Context: an optimization exercise on an open-source flow, tuned for small area, a short achievable clock period and few clock cycles per item. The choices shown serve that exercise and are no tape-out recipe.
In this exercise RTL edits were held to simulation tests only and were not proved equivalent to the original.
Power figures rest on the tool's default switching activity, not on a simulated workload.

==> flow/design.v (outline; a module is shown in full before it is edited, if it fits) <==
// module ran_divu: 129 lines
// module ran_mul: 1437 lines
// module ran_add64: 437 lines
// module ran_add65: 441 lines
// module rational_arith_normalize_core: 417 lines
module rational_arith_normalize_core #(
  parameter int WIDTH = ran_pkg::WIDTH_DEF
) (
  input  logic clk,
  input  logic rst_n,
  input  logic in_valid,
  output logic in_ready,
  input  logic [ran_pkg::OP_W-1:0] in_operation,
  input  logic signed [ran_pkg::FIELD_W-1:0] in_left_num,
  input  logic signed [ran_pkg::FIELD_W-1:0] in_left_den,
  input  logic signed [ran_pkg::FIELD_W-1:0] in_right_num,
  input  logic signed [ran_pkg::FIELD_W-1:0] in_right_den,
  output logic out_valid,
  input  logic out_ready,
  output logic signed [ran_pkg::FIELD_W-1:0] out_result_num,
  output logic signed [ran_pkg::FIELD_W-1:0] out_result_den,
  output logic [ran_pkg::ST_W-1:0] out_status
);
  // ...
==> flow/run.sh <==
#!/bin/bash
# synth_recipe.tcl (not shown) runs the flow's synth.tcl, then flattens the netlist and writes it again
# the make line also repeats each setting of config.mk as NAME=value (left out here)
make -C /OpenROAD-flow-scripts/flow DESIGN_CONFIG=/design/flow/config.mk WORK_HOME=/design/flow/orfs CLKGATE_MAP_FILE= SYNTH_SCRIPT=/design/flow/synth_recipe.tcl finish
==> flow/config.mk <==
export PLATFORM = sky130hd
export DESIGN_NAME = rational_arith_normalize_core
export DESIGN_NICKNAME = rational_arith_normalize_core
export VERILOG_FILES = /design/flow/design.v
export SDC_FILE = /design/flow/constraint.sdc
export NUM_CORES = 4
export LEC_CHECK = 0
export CAP_MARGIN = 20
export CORE_MARGIN = 2
export CORE_UTILIZATION = 50
export SETUP_SLACK_MARGIN = 5
export SLEW_MARGIN = 20
==> flow/constraint.sdc <==
create_clock -name core_clock -period 11.0 [get_ports {clk}]
set_input_delay 2.2000 -clock core_clock [delete_from_list [all_inputs] [get_ports {clk}]]
set_output_delay 2.2000 -clock core_clock [all_outputs]
set_load 0.01 [all_outputs]
==> metrics.cfg, run 1 <==
[status]
outcome=no timing/DRC/antenna violations

[synth]
synth_commonest_cells=806 x inv_1, 745 x nand2_1, 732 x nor2_1
synth_top_family_by_area=adder cells
avgSynthCellArea_um2=9.58
yosys.cell_types.count=99

[floorplan]
num_rows=138
fp.dieH_um=382
core_um2=142000

[cts]
cts_tree=yes
cts_resized=118

[timing]
finalSetupViolCount=0
rsz0062_at_grt=false
slew_headroom_pct=10.4

[final_layout]
final_cell_mix=788 x inv_1, 738 x nand2_1, 720 x nor2_1
nets=8569
seq_cells=906
insertedDiodeCount=3
largest_register_ffs=65
clock_buffers=115

[routing]
detail_route.first_pass.iterations=21

[flow_run]
cap_violations=0

[power_and_ir_drop]
p_int_mw=7.19
power.leakage_nw=32.3

[placement]
gp_congestion=1.04
place_ws_ns=3.77

[worst_setup_path]
crit_end=u_fe.b_r[19]

[grt]
grt_max_degree=137
grt_pass1_wl_um=423000

[worst_hold_path]
worstHoldPathType=flop to flop

Testbench counts, summed over its fixed seeds: cycles 18,149, items 960.
==> run 2: changes to the inputs <==
--- a/flow/config.mk
+++ b/flow/config.mk
@@ -5,8 +5,8 @@
 export SDC_FILE = /design/flow/constraint.sdc
 export NUM_CORES = 4
 export LEC_CHECK = 0
-export CAP_MARGIN = 20
+export CAP_MARGIN = 30
 export CORE_MARGIN = 2
-export CORE_UTILIZATION = 50
+export CORE_UTILIZATION = 40
 export SETUP_SLACK_MARGIN = 5
-export SLEW_MARGIN = 20
+export SLEW_MARGIN = 30
==> run 2 against run 1 <==
Effect of this change: highest routed layer unchanged; clock skew up 0.028 ns; power down 1.0%; still clean; critical path type unchanged; sequential share of layout area down 0.15 points.
==> metrics.cfg, run 2 <==
[status]
outcome=no timing/DRC/antenna violations  ; unchanged

[final_layout]
area_delta_synth_final_pct=14.1  ; was 13.5%
fillerInstances=16629  ; was 12,472
stdcell_area_um2=81400  ; was 81,000 um^2
final_cell_mix=793 x inv_1, 738 x nand2_1, 722 x nor2_1  ; was 788 x inv_1, 738 x nand2_1, 720 x nor2_1
drive_gt1_share_pct=8.72  ; was 8.98%
top_register=u_fe.pa_r  ; unchanged
nets=8555  ; was 8,569
largest_register_ffs=65  ; unchanged
mostFrequentLayoutCell=inv_1  ; unchanged

[grt]
grt_pass1_vias=59472  ; was 58,981
grt-ovfl-total=0  ; unchanged
grt_pass1_wl_um=432000  ; was 423,000 um
grt_max_degree=147  ; was 137
antenna_found_initial=10  ; was 12
track_usage_pct=33.1  ; was 40.2%

[floorplan]
pin_count=203  ; unchanged
num_rows=154  ; was 138
die_x_um=426  ; was 382 um
initial_core_util_pct=40.4  ; was 50.4%
die_area_um2=182000  ; was 146,000 um^2
fp.dieH_um=426  ; was 382 um
core_um2=177000  ; was 142,000 um^2

[timing]
slew_headroom_pct=24.8  ; was 10.4%
skew_ns=0.0933  ; was 0.0656 ns
layout_setup_ws_ns=4.93  ; was 4.96 ns
worst_slew_pin_slew_ns=1.13  ; was 1.33 ns
rsz0062_at_grt=true  ; was false
finalHoldViolCount=0  ; unchanged
tns_ns=0  ; unchanged
post-route-min-period_ns=6.07  ; was 6.04 ns
slew_viol_final=0  ; unchanged
finalSetupViolCount=0  ; unchanged
fin_crit_sh_pct=55.1  ; was 54.9%
max_freq_mhz=165  ; was 166 MHz
holdWs_ns=0.329  ; was 0.332 ns

[synth]
synth_nets=8448  ; unchanged
yosysSeqAreaShare_pct=35.1  ; unchanged
yosysWarnings=2  ; unchanged
synthTopCellsByArea=edfxtp_1 29%, fa_1 16%, dfxtp_1 6.0%  ; unchanged
async_flop_share_pct=0  ; unchanged
synth.most_common_cell=inv_1  ; unchanged
synth_top_cell_area_share_pct=29.1  ; unchanged
synth.largest_area_cell=edfxtp_1  ; unchanged
synth_edf_count=692  ; unchanged
yosys.cell_types.count=99  ; unchanged
avgSynthCellArea_um2=9.58  ; unchanged
synthCells=7444  ; unchanged
synth_area_um2=71300  ; unchanged
synth_commonest_cells=806 x inv_1, 745 x nand2_1, 732 x nor2_1  ; unchanged
synth-main-ff-cell=edfxtp_1  ; unchanged
ys_ff_latch=906  ; unchanged

[routing]
drc=0  ; unchanged
detail_route.first_pass.iterations=8  ; was 21
dr.max_layer_used=met5  ; unchanged
wl_um=308000  ; was 300,000 um
met1_length_um=116000  ; was 110,000 um
ant_nets=0  ; unchanged
routed-wl-met2_um=131000  ; was 129,000 um
wl_per_cell_um=30.9  ; was 31.5 um
first_iter_violations=8732  ; was 9,025
vias=61774  ; was 61,630
avgViaCountPerCell=6.19  ; was 6.46
dr_wl_met3_um=36300  ; was 33,000 um

[power_and_ir_drop]
power.total_mw=11.3  ; was 11.5 mW
power.leakage_nw=32.3  ; about the same
power_density_nw_per_um2=139  ; was 141 nW/um^2
ir_drop_mv=0.173  ; was 0.169 mV

[cts]
htreeDepth=3  ; unchanged
cts_hold_buf=0  ; unchanged
clockRootBuffer=clkbuf_16  ; unchanged
clk_path_buf_depth=3  ; unchanged
clk_pin_slew_ns=0.06  ; was 0.07 ns
cts_sinks=906  ; unchanged
cts_tree=yes  ; unchanged
clkLatencyLatePin_ns=0.78  ; was 0.76 ns
cts_buffers=99  ; was 96

[flow_run]
cap_violations=0  ; unchanged

[placement]
place_ws_ns=3.61  ; was 3.77 ns
placed_area_um2=76200  ; was 75,500 um^2
gp_congestion=1.02  ; was 1.04
hpwlAfterDp_um=232000  ; was 225,000 um
numPortBuffers=202  ; unchanged

[worst_hold_path]
worstHoldPathType=flop to flop  ; unchanged
hold_start=hi1_r  ; was bs1_r[5]

[worst_setup_path]
worstPathMaxFanout=23  ; was 15
arrival_ns=6.68  ; was 6.52 ns
cp-end-kind=flop  ; unchanged
crit_path_start=u_fe.a_r[61]  ; unchanged
cp.required_ns=11.61  ; was 11.48 ns
worst_setup_path_start_kind=flop  ; unchanged
r2r-start=u_fe.a_r[61]  ; unchanged
critical_path_class=flop to flop  ; unchanged

## run 2: cell families after synthesis
group                      synth area share (%)
xor gates and xnor gates                   4.41
adders and majority gates                  21.3
AOI/OAI and AO/OA                          16.0
and+or+nand+nor                            14.8
buffers and inverters                      6.63
muxes                                      1.66
DFF                                        35.1
## run 2: per-stage QoR
step | util [%] | cells
finish | 46.0 | 9983
CTS | 45.5 | 9911
global placement | 43.1 | 9689
detailed placement | 43.1 | 9692
global route | 46.0 | 9978
floorplan | - | 7444
## run 2: critical path, cell delays in order, from the launching register on
cell       delay, ns
edfxtp_1        0.60
ha_1            0.52
inv_1           0.12
nor3_1          0.36
nand2_1         0.45
o21ai_1         0.66
nor2_1          0.27
buf_4           0.28
a2111oi_0       0.76
a221oi_4        0.11
buf_4           0.20
a21oi_4         0.19
buf_4           0.39
o221ai_1        0.23
a21oi_1         0.29
o221ai_1        0.31
nand2_1         0.16
## run 2: repair_timing
action,CTS,global route
pin swaps,6,28
endpoints found under the setup margin,626,354
gates resized for setup,129,81
cloned,5,4
endpoints found under the hold margin,0,0
setup buffers,26,61
## run 2: power breakdown
| group | internal, mW | switching [mW] | total (mW) |
|---|---|---|---|
| clock | 1.87 | 1.55 | 3.42 |
| sequential | 4.14 | 0.219 | 4.35 |
| combinational | 1.11 | 2.46 | 3.57 |
| total | 7.11 | 4.23 | 11.3 |
## run 2: final timing paths
path,end,slack [ns],cells after the start
hold reg to reg,hi_r,0.33,0
setup / recovery,u_fe.a_r[28],4.93,16
setup reg to reg,u_fe.a_r[28],4.93,16
hold / removal,hi_r,0.33,0
## run 2: layout make-up
class | instances | area, um^2 | share of cell area (%)
Clock inverter | 51 | 536 | 0.658
Sequential cell | 906 | 25100 | 30.8
Clock buffer | 137 | 2750 | 3.37
Timing Repair Buffer | 446 | 4270 | 5.24
Inverter | 808 | 3080 | 3.78
Tap cell | 2340 | 2930 | 3.60
Multi-Input combinational cell | 5290 | 42700 | 52.5
Antenna cell | 5 | 12.5 | 0.0154
## run 2: per-layer routing
metal	vias up	track usage, %
met1	30661	42.9
met5	-	0
li1	26221	-
met2	4079	49.1
met3	807	7.90
met4	6	21.9
==> module ran_divu, before the edit <==
module ran_divu (
  input  logic        clk,
  input  logic        rst_n,
  input  logic        p_first,    
  input  logic        p_last,     
  input  logic        p_dneg,     
  input  logic        we_a,       
  input  logic        we_b,       
  input  logic [64:0] macc,
  input  logic        release_i,  
  output logic        idle,       
  output logic        done,       
  output logic [64:0] a,          
  output logic [63:0] b,
  output logic [63:0] h,
  output logic [31:0] ns_lo,
  output logic [31:0] ds_lo,
  output logic        ovf,
  output logic        neg_res,
  output logic        zden,
  output logic        znum,
  output logic        dneg
);
  typedef enum logic [2:0] { P_IDLE, P_P, P_D1, P_D2, P_FULL } pstate_t;
  typedef enum logic [1:0] { G_IDLE, G_RUN, G_DONE } gstate_t;
  pstate_t ps_r;
  gstate_t gs_r;
  logic [64:0] pa_r;          
  logic [63:0] pb_r;          
  logic pdneg_r;
  logic [63:0] a_r;           
  logic [63:0] b_r;
  logic [63:0] ns_r, ds_r;    
  logic nneg_r, dneg_r, zden_r, znum_r;
  logic [63:0] pabs;
  logic pa_zero, pb_zero, load;
  assign pabs = pa_r[64] ? (~pa_r[63:0] + 64'd1) : pa_r[63:0];
  assign pa_zero = (pa_r == '0);
  assign pb_zero = (pb_r == '0);
  assign load = (ps_r == P_FULL) && ((gs_r == G_IDLE) || release_i);
  logic [64:0] dab, sab, gx, tzv;
  logic [63:0] gsh;
  logic a_ge_b, g_to_a, g_eq, both_odd, g_done, g_neg;
  logic [64:0] dabc;
  ran_add64 u_dab (.a(a_r), .b(~b_r), .ci(1'b1), .y(dabc));
  ran_add64 u_sab (.a(a_r), .b(b_r), .ci(1'b0), .y(sab));
  assign dab = {!dabc[64], dabc[63:0]};
  assign a_ge_b = dabc[64];
  assign g_eq = (a_r == b_r);
  assign both_odd = a_r[0] && b_r[0];
  assign g_done = (gs_r == G_RUN) && ((both_odd && g_eq) || (a_r == '0)) && (ns_r[0] || ds_r[0]);
  always_comb begin
    g_neg = 1'b0;
    if (!a_r[0]) gx = {1'b0, a_r};
    else if (!b_r[0]) gx = {1'b0, b_r};
    else if (a_r[1] != b_r[1]) gx = sab;
    else if (a_ge_b) gx = dab;
    else if (dab[8:2] != '0) begin gx = ~dab; g_neg = 1'b1; end
    else gx = sab;
    tzv = g_neg ? dab : gx;
    if (tzv[1]) gsh = gx[64:1];
    else if (tzv[2]) gsh = gx[64:2];
    else if (tzv[3]) gsh = {1'b0, gx[64:3]};
    else if (tzv[4]) gsh = {2'b0, gx[64:4]};
    else if (tzv[5]) gsh = {3'b0, gx[64:5]};
    else if (tzv[6]) gsh = {4'b0, gx[64:6]};
    else if (tzv[7]) gsh = {5'b0, gx[64:7]};
    else gsh = {6'b0, gx[64:8]};
    if (g_neg) gsh[0] = 1'b1;
  end
  assign g_to_a = !a_r[0] || (b_r[0] && a_ge_b);
  logic hsmall, ge_n, eq_n, ge_d;
  assign hsmall = (b_r[63:33] == '0);
  assign ge_n = hsmall && (ns_r[63:31] >= b_r[32:0]);
  assign eq_n = hsmall && (ns_r[63:31] == b_r[32:0]) && (ns_r[30:0] == '0);
  assign ge_d = hsmall && (ds_r[63:31] >= b_r[32:0]);
  assign neg_res = nneg_r ^ dneg_r;
  assign ovf = (neg_res ? (ge_n && !eq_n) : ge_n) || ge_d;
  always_ff @(posedge clk) begin
    if (!rst_n) begin
      ps_r <= P_IDLE;
      gs_r <= G_IDLE;
    end else begin
      case (ps_r)
        P_IDLE: if (p_last) ps_r <= P_D1; else if (p_first) ps_r <= P_P;
        P_P: if (p_last) ps_r <= P_D1;
        P_D1: ps_r <= P_D2;
        P_D2: ps_r <= P_FULL;
        P_FULL: if (load) ps_r <= P_IDLE;
        default: ps_r <= P_IDLE;
      endcase
      if (load) gs_r <= (pa_zero || pb_zero) ? G_DONE : G_RUN;
      else if (release_i) gs_r <= G_IDLE;
      else if (g_done) gs_r <= G_DONE;
    end
  end
  always_ff @(posedge clk) begin
    if (we_a) pa_r <= macc;
    if (we_b) pb_r <= macc[63:0];
    if (p_last) pdneg_r <= p_dneg;
    if (load) begin
      a_r <= pabs;
      b_r <= pb_r;
      ns_r <= pabs;
      ds_r <= pb_r;
      nneg_r <= pa_r[64];
      dneg_r <= pdneg_r;
      zden_r <= pb_zero;
      znum_r <= pa_zero;
    end else if (gs_r == G_RUN) begin
      if (!ns_r[0] && !ds_r[0]) begin
        ns_r <= {1'b0, ns_r[63:1]};
        ds_r <= {1'b0, ds_r[63:1]};
      end
      if (g_to_a) a_r <= gsh;
      else b_r <= gsh;
    end
  end
  assign idle = (ps_r == P_IDLE);
  assign done = (gs_r == G_DONE) || g_done;
  assign a = pa_r;
  assign b = pb_r;
  assign h = b_r;
  assign ns_lo = ns_r[31:0];
  assign ds_lo = ds_r[31:0];
  assign zden = zden_r;
  assign znum = znum_r;
  assign dneg = dneg_r;
endmodule
==> run 3: changes to the inputs <==
--- a/flow/design.v
+++ b/flow/design.v
@@ -66,7 +66,8 @@
   assign g_done = (gs_r == G_RUN) && ((both_odd && g_eq) || (a_r == '0)) && (ns_r[0] || ds_r[0]);
   always_comb begin
     g_neg = 1'b0;
-    if (!a_r[0]) gx = {1'b0, a_r};
+    if (load) gx = pabs[0] ? {1'b0, pb_r} : {1'b0, pabs};
+    else if (!a_r[0]) gx = {1'b0, a_r};
     else if (!b_r[0]) gx = {1'b0, b_r};
     else if (a_r[1] != b_r[1]) gx = sab;
     else if (a_ge_b) gx = dab;
@@ -114,8 +115,8 @@
     if (we_b) pb_r <= macc[63:0];
     if (p_last) pdneg_r <= p_dneg;
     if (load) begin
-      a_r <= pabs;
-      b_r <= pb_r;
+      a_r <= pabs[0] ? pabs : gsh;
+      b_r <= (pabs[0] && !pb_r[0]) ? gsh : pb_r;
       ns_r <= pabs;
       ds_r <= pb_r;
       nneg_r <= pa_r[64];
==> run 3 against run 2 <==
Effect of this change: via count is 12% higher; register-to-register slack worse by 0.30 ns; flip-flop and latch count stayed put; critical path type unchanged; largest power group unchanged; highest routed layer unchanged.
==> metrics.cfg, run 3 <==
[power_and_ir_drop]
power_frac_seq_pct=36.8  ; was 38.4%
ir_drop_mv=0.159  ; was 0.173 mV
clkPwrFrac_pct=31.7  ; was 30.1%
power_density_nw_per_um2=135  ; was 139 nW/um^2
p_switching_mw=4.45  ; was 4.23 mW
p_int_mw=7.49  ; was 7.11 mW
power_frac_comb_pct=31.4  ; was 31.5%
power.leakage_nw=35.1  ; was 32.3 nW
switching_share_pct=37.2  ; was 37.3%

[synth]
synth.most_common_cell=nor2_1  ; was inv_1
yosys.cell_types.count=100  ; was 99
ys_ff_latch=906  ; unchanged
avgSynthCellArea_um2=9.25  ; was 9.58 um^2
yosysWarnings=2  ; unchanged
synth_nets=9080  ; was 8,448
synth.largest_area_cell=edfxtp_1  ; unchanged
synth-main-ff-cell=edfxtp_1  ; unchanged
synthCells=8076  ; was 7,444
synth_edf_count=692  ; unchanged
synth_area_um2=74700  ; was 71,300 um^2
yosysSeqAreaShare_pct=33.5  ; was 35.1%
synth_top_cell_area_share_pct=27.8  ; was 29.1%
async_flop_share_pct=0  ; unchanged
synth_commonest_cells=859 x nor2_1, 811 x inv_1, 798 x nand2_1  ; was 806 x inv_1, 745 x nand2_1, 732 x nor2_1
synthTopCellsByArea=edfxtp_1 28%, fa_1 15%, dfxtp_1 5.7%  ; was edfxtp_1 29%, fa_1 16%, dfxtp_1 6.0%

[cts]
clockRootBuffer=clkbuf_16  ; unchanged
clk_path_buf_depth=3  ; unchanged
clkLatencyLatePin_ns=0.82  ; was 0.78 ns
cts_sinks=906  ; unchanged
htreeDepth=3  ; unchanged
cts_buffers=104  ; was 99
cts_hold_buf=0  ; unchanged
clk_pin_slew_ns=0.06  ; about the same
cts_tree=yes  ; unchanged

[timing]
skew_ns=0.117  ; was 0.0933 ns
max_freq_mhz=157  ; was 165 MHz
rsz0062_at_grt=true  ; unchanged
post-route-min-period_ns=6.37  ; was 6.07 ns
layout_setup_ws_ns=4.63  ; was 4.93 ns
slew_headroom_pct=27.5  ; was 24.8%
finalHoldViolCount=0  ; unchanged
tns_ns=0  ; unchanged
fin_crit_sh_pct=57.9  ; was 55.1%
finalSetupViolCount=0  ; unchanged
worst_slew_pin_slew_ns=1.09  ; was 1.13 ns
slew_viol_final=0  ; unchanged

[grt]
grt-ovfl-total=0  ; unchanged
track_usage_pct=35.7  ; was 33.1%
grt_pass1_wl_um=492000  ; was 432,000 um
grt_max_degree=129  ; was 147
grt_pass1_vias=66006  ; was 59,472
antenna_found_initial=15  ; was 10

[final_layout]
largest_register_ffs=65  ; unchanged
area_delta_synth_final_pct=18.5  ; was 14.1%
fillerInstances=17467  ; was 16,629
top_register=u_fe.pa_r  ; unchanged
drive_gt1_share_pct=13.9  ; was 8.72%
final_cell_mix=830 x nor2_1, 796 x inv_1, 780 x nand2_1  ; was 793 x inv_1, 738 x nand2_1, 722 x nor2_1
mostFrequentLayoutCell=nor2_1  ; was inv_1
nets=9356  ; was 8,555

[worst_setup_path]
worst_setup_path_start_kind=flop  ; unchanged
critical_path_class=flop to flop  ; unchanged
crit_slowest_cell=edfxtp_1  ; was a2111oi_0
cpMostUsedCell=buf_4  ; unchanged
cp.required_ns=11.46  ; was 11.61 ns
worstPathMaxFanout=3  ; was 23
cpPeakStageDelay_ns=0.48  ; was 0.76 ns
arrival_ns=6.83  ; was 6.68 ns
cp-end-kind=flop  ; unchanged

[routing]
dr_wl_met3_um=42300  ; was 36,300 um
routed-wl-met2_um=150000  ; was 131,000 um
drc=0  ; unchanged
detail_route.first_pass.iterations=10  ; was 8
ant_nets=0  ; unchanged
avgViaCountPerCell=6.33  ; was 6.19
met1_length_um=126000  ; was 116,000 um
vias=69227  ; was 61,774
dr.max_layer_used=met5  ; unchanged
wl_um=352000  ; was 308,000 um
first_iter_violations=10549  ; was 8,732
wl_per_cell_um=32.2  ; was 30.9 um

[worst_hold_path]
worstHoldPathType=flop to flop  ; unchanged

[status]
outcome=no timing/DRC/antenna violations  ; unchanged

[floorplan]
initial_core_util_pct=40.3  ; was 40.4%
num_rows=158  ; was 154
die_area_um2=190000  ; was 182,000 um^2
die_x_um=436  ; was 426 um
fp.dieH_um=436  ; was 426 um
pin_count=203  ; unchanged
core_um2=185000  ; was 177,000 um^2

[placement]
place_ws_ns=3.01  ; was 3.61 ns
hpwlAfterDp_um=259000  ; was 232,000 um
numPortBuffers=202  ; unchanged
gp_congestion=1.05  ; was 1.02

[flow_run]
cap_violations=0  ; unchanged

==> run 3: cell count changes after synthesis, moves of 20 or more <==
cell,previous run,this run
mux2_2,16,36
nand2_1,745,798
nor2_1,732,859
nor3_1,87,107
mux2i_1,96,129
o22ai_1,43,68
a21oi_1,296,493
o221ai_1,72,40
buf_2,16,62
o21ai_0,360,409
nand2b_1,68,105
xnor2_1,203,225
nand3_1,117,90
==> run 3: layout make-up <==
type / count / area [um^2] / area share [%]
multi-input combinational: 5846 / 47400 / 53.5
sequential: 906 / 25100 / 28.3
timing repair buffer: 678 / 6160 / 6.96
tap: 2480 / 3100 / 3.50
inverter: 815 / 3100 / 3.50
clock buffer: 127 / 2730 / 3.08
clock inverter: 71 / 957 / 1.08
antenna: 6 / 15.0 / 0.0170
timing repair inverter: 1 / 8.76 / 0.00989
==> run 3: worst max-delay path, delay by kind of cell (launching register included) <==
family                     cells  cell delay (ns)
AOI/OAI and AO/OA             14             2.18
adders and majority gates      3             1.10
buffers and inverters          5             0.78
DFF                            1             0.48
and+or+nand+nor                7             1.43
==> run 3: routing by layer <==
metal / vias to the layer above / track usage [%]
met1: 34003 / 44.1
met3: 1366 / 9.67
met5: - / 0.529
met2: 5075 / 53.6
met4: 12 / 26.4
li1: 28771 / -
==> run 3: timing repair <==
item,CTS,global route
setup buffers,113,91
pin swaps,87,137
cloned,3,7
gates resized for setup,272,329
endpoints found under the setup margin,268,170
==> run 3: path summary, 6_finish.rpt <==
check               from      endpoint  slack [ns]  cells past startpoint
max          u_fe.b_r[0]  u_fe.b_r[57]        4.63                     29
min               sub1_r         sub_r        0.32                      0
max reg2reg  u_fe.b_r[0]  u_fe.b_r[57]        4.63                     29
min reg2reg       sub1_r         sub_r        0.32                      0
==> run 3: through the flow <==
step,utilization [%],area [um^2],std cells,hold slack (ns),power [mW]
2_1_floorplan,-,74800,8076,0.310,6.20
3_3_place_gp,43.3,80300,10507,0.314,7.98
3_5_place_dp,43.4,80500,10512,0.313,8.08
4_1_cts,46.6,86300,10826,0.326,11.9
5_1_grt,47.7,88500,10927,0.327,12.3
6_report,47.7,88500,10930,0.324,11.9
==> run 3: logic make-up after synthesis <==
| kind of cell | synth area share, % |
|---|---|
| flip-flops | 33.5 |
| adder cells (fa/ha/maj) | 20.3 |
| multiplexers | 2.42 |
| XOR/XNOR | 4.36 |
| buffers and inverters | 6.82 |
| AO/OA/AOI/OAI | 17.4 |
| AND/OR/NAND/NOR | 15.1 |
==> run 3: power by group through the flow <==
stage / clock network [mW] / registers [mW] / logic, mW
final: 3.79 / 4.40 / 3.76
after CTS: 3.80 / 4.39 / 3.66
after detailed placement: 0 / 4.46 / 3.62
after floorplan: 0 / 4.28 / 1.91
after global routing: 3.94 / 4.39 / 3.96
after global placement: 0 / 4.46 / 3.52
Testbench counts of run 3, summed over its fixed seeds: cycles 17,653, items 960.
==> run 4: changes to the inputs <==
--- a/flow/config.mk
+++ b/flow/config.mk
@@ -5,8 +5,8 @@
 export SDC_FILE = /design/flow/constraint.sdc
 export NUM_CORES = 4
 export LEC_CHECK = 0
-export CAP_MARGIN = 30
+export CAP_MARGIN = 20
 export CORE_MARGIN = 2
-export CORE_UTILIZATION = 40
+export CORE_UTILIZATION = 50
 export SETUP_SLACK_MARGIN = 5
-export SLEW_MARGIN = 30
+export SLEW_MARGIN = 20
==> run 4 against run 3 <==
Effect of this change: area after synthesis is the same; core utilization grew 11 points; largest power group unchanged; final cell count shrank 5.4%; flip-flop and latch count is the same.
==> metrics.cfg, run 4 <==
[cts]
clk_path_buf_depth=3  ; unchanged
clk_pin_slew_ns=0.08  ; was 0.06 ns
cts_sinks=906  ; unchanged
clkLatencyLatePin_ns=0.80  ; was 0.82 ns
clockRootBuffer=clkbuf_16  ; unchanged
htreeDepth=3  ; unchanged
cts_tree=yes  ; unchanged
cts_buffers=101  ; was 104
cts_hold_buf=0  ; unchanged

[synth]
ys_ff_latch=906  ; unchanged
synth_area_um2=74700  ; unchanged
yosysSeqAreaShare_pct=33.5  ; unchanged
synthTopCellsByArea=edfxtp_1 28%, fa_1 15%, dfxtp_1 5.7%  ; unchanged
synth_top_cell_area_share_pct=27.8  ; unchanged
synth_nets=9080  ; unchanged
yosysWarnings=2  ; unchanged
synthCells=8076  ; unchanged
async_flop_share_pct=0  ; unchanged
synth-main-ff-cell=edfxtp_1  ; unchanged
synth.largest_area_cell=edfxtp_1  ; unchanged
avgSynthCellArea_um2=9.25  ; unchanged
yosys.cell_types.count=100  ; unchanged
synth_commonest_cells=859 x nor2_1, 811 x inv_1, 798 x nand2_1  ; unchanged
synth.most_common_cell=nor2_1  ; unchanged
synth_edf_count=692  ; unchanged

[final_layout]
top_register=u_fe.pa_r  ; unchanged
fillerInstances=12897  ; was 17,467
final_cells=10339  ; was 10,930
fin_util_pct=58.7  ; was 47.7%
final_cell_mix=832 x nor2_1, 789 x inv_1, 778 x nand2_1  ; was 830 x nor2_1, 796 x inv_1, 780 x nand2_1
largest_register_ffs=65  ; unchanged
area_delta_synth_final_pct=16.3  ; was 18.5%
stdcell_area_um2=86900  ; was 88,500 um^2
drive_gt1_share_pct=12.5  ; was 13.9%
mostFrequentLayoutCell=nor2_1  ; unchanged
nets=9314  ; was 9,356

[worst_setup_path]
cpMostUsedCell=buf_6  ; was buf_4
worstPathMaxFanout=4  ; was 3
cpLargestDelayFamily=compound AO/OA/AOI/OAI gates  ; unchanged
cpPeakStageDelay_ns=0.53  ; was 0.48 ns
worst_setup_path_start_kind=flop  ; unchanged
crit_slowest_cell=or4_4  ; was edfxtp_1
cp-end-kind=flop  ; unchanged
path_buf_inv=6  ; was 5
critical_path_class=flop to flop  ; unchanged
arrival_ns=6.75  ; was 6.83 ns
cp.required_ns=11.47  ; was 11.46 ns

[timing]
post-route-min-period_ns=6.28  ; was 6.37 ns
slew_headroom_pct=14.2  ; was 27.5%
tns_ns=0  ; unchanged
rsz0062_at_grt=true  ; unchanged
skew_ns=0.0747  ; was 0.117 ns
max_freq_mhz=159  ; was 157 MHz
finalSetupViolCount=0  ; unchanged
layout_setup_ws_ns=4.72  ; was 4.63 ns
slew_viol_final=0  ; unchanged
holdWs_ns=0.324  ; about the same
fin_crit_sh_pct=57.1  ; was 57.9%
worst_slew_pin_slew_ns=1.28  ; was 1.09 ns
finalHoldViolCount=0  ; unchanged

[power_and_ir_drop]
power.total_mw=11.7  ; was 11.9 mW
ir_drop_mv=0.261  ; was 0.159 mV
power.leakage_nw=34.7  ; was 35.1 nW
power_density_nw_per_um2=135  ; about the same

[floorplan]
fp.dieH_um=391  ; was 436 um
die_area_um2=153000  ; was 190,000 um^2
initial_core_util_pct=50.5  ; was 40.3%
num_rows=141  ; was 158
pin_count=203  ; unchanged
core_um2=148000  ; was 185,000 um^2
die_x_um=391  ; was 436 um

[routing]
wl_per_cell_um=34.3  ; was 32.2 um
wl_um=354000  ; was 352,000 um
vias=69304  ; was 69,227
detail_route.first_pass.iterations=12  ; was 10
ant_nets=0  ; unchanged
avgViaCountPerCell=6.70  ; was 6.33
first_iter_violations=10618  ; was 10,549
drc=0  ; unchanged

[placement]
placed_area_um2=79400  ; was 80,500 um^2
hpwlAfterDp_um=260000  ; was 259,000 um
numPortBuffers=202  ; unchanged
place_ws_ns=3.31  ; was 3.01 ns
dp.cells=9925  ; was 10,512
gp_congestion=1.05  ; about the same

[status]
outcome=no timing/DRC/antenna violations  ; unchanged

[grt]
grt-ovfl-total=0  ; unchanged
grt_max_degree=90  ; was 129
track_usage_pct=45.7  ; was 35.7%
antenna_found_initial=24  ; was 15
grt_pass1_wl_um=494000  ; was 492,000 um
grt_pass1_vias=65888  ; was 66,006

[worst_hold_path]
worstHoldPathType=flop to flop  ; unchanged

[flow_run]
cap_violations=0  ; unchanged

-- run 4: logic make-up after synthesis --
family | Yosys count | synth area share, %
muxes | 170 | 2.42
adders and majority gates | 869 | 20.3
and+or+nand+nor | 2475 | 15.1
xor gates and xnor gates | 372 | 4.36
DFF | 906 | 33.5
buffers and inverters | 1329 | 6.82
AOI/OAI and AO/OA | 1955 | 17.4
-- run 4: area by class of cell --
type / count / area, um^2 / share of cell area (%)
Antenna cell: 11 / 27.5 / 0.0317
Clock buffer: 131 / 2880 / 3.31
Clock inverter: 60 / 698 / 0.803
Inverter: 815 / 3150 / 3.62
Multi-Input combinational cell: 5843 / 46700 / 53.7
Sequential cell: 906 / 25100 / 28.9
Tap cell: 1930 / 2410 / 2.78
Timing Repair Buffer: 642 / 5950 / 6.85
Timing Repair inverter: 1 / 8.76 / 0.0101
-- run 4: timing repair --
action,in CTS,in global routing
pin swaps,75,69
setup endpoints to repair,207,164
gates resized for setup,250,215
setup buffers,135,60
gates cloned,10,2
-- run 4: worst paths after layout --
kind / from / endpoint / slack (ns) / depth (start not counted)
max: u_fe.b_r[0] / u_fe.a_r[49] / 4.72 / 29
min: hi1_r / hi_r / 0.32 / 0
max reg2reg: u_fe.b_r[0] / u_fe.a_r[49] / 4.72 / 29
min reg2reg: hi1_r / hi_r / 0.32 / 0
-- run 4: where the power goes --
part	internal [mW]	total, mW	switching [mW]
combinational	1.17	3.69	2.52
clock	2.05	3.68	1.63
sequential	4.14	4.38	0.236
total	7.36	11.7	4.39
-- run 4: layer usage --
metal	up-vias	GRT usage [%]	part of all wire (%)	routed length [um]
li1	28709	-	-	-
met1	33776	56.0	35	125000
met2	5319	67.8	42	150000
met3	1482	12.3	12	43300
met4	18	36.4	10	35700
met5	-	0	0.045	158

-- static timing again, ports no longer ideal --
No port has a modelled driver above. Below, the same layouts with a new extraction and two added sets of constraints. Step 1 assumes that a clkbuf_16 drives the clock port and a buf_2 every other input. Step 2, shift: input delay + t, output delay - t, t = (earliest + latest rising clock arrival at the registers) / 2. This alone moves slack from input paths to output paths. Three values: ideal ports, drivers, drivers and shift; two values: the first two.
run	t, ns	setup WS [ns]	hold slack, ns	clock arrival spread, ns	pins driven straight from the clock port
run 1	0.808	4.964 / 4.964 / 4.964	0.332 / 0.332 / 0.332	0.066 / 0.065	1
run 2	0.826	4.934 / 4.934 / 4.934	0.329 / 0.329 / 0.329	0.093 / 0.093	1
run 3	0.851	4.633 / 4.633 / 4.633	0.324 / 0.324 / 0.324	0.117 / 0.117	1
run 4	0.847	4.723 / 4.723 / 4.723	0.324 / 0.324 / 0.324	0.081 / 0.081	1
After both steps every run listed still meets setup and hold.
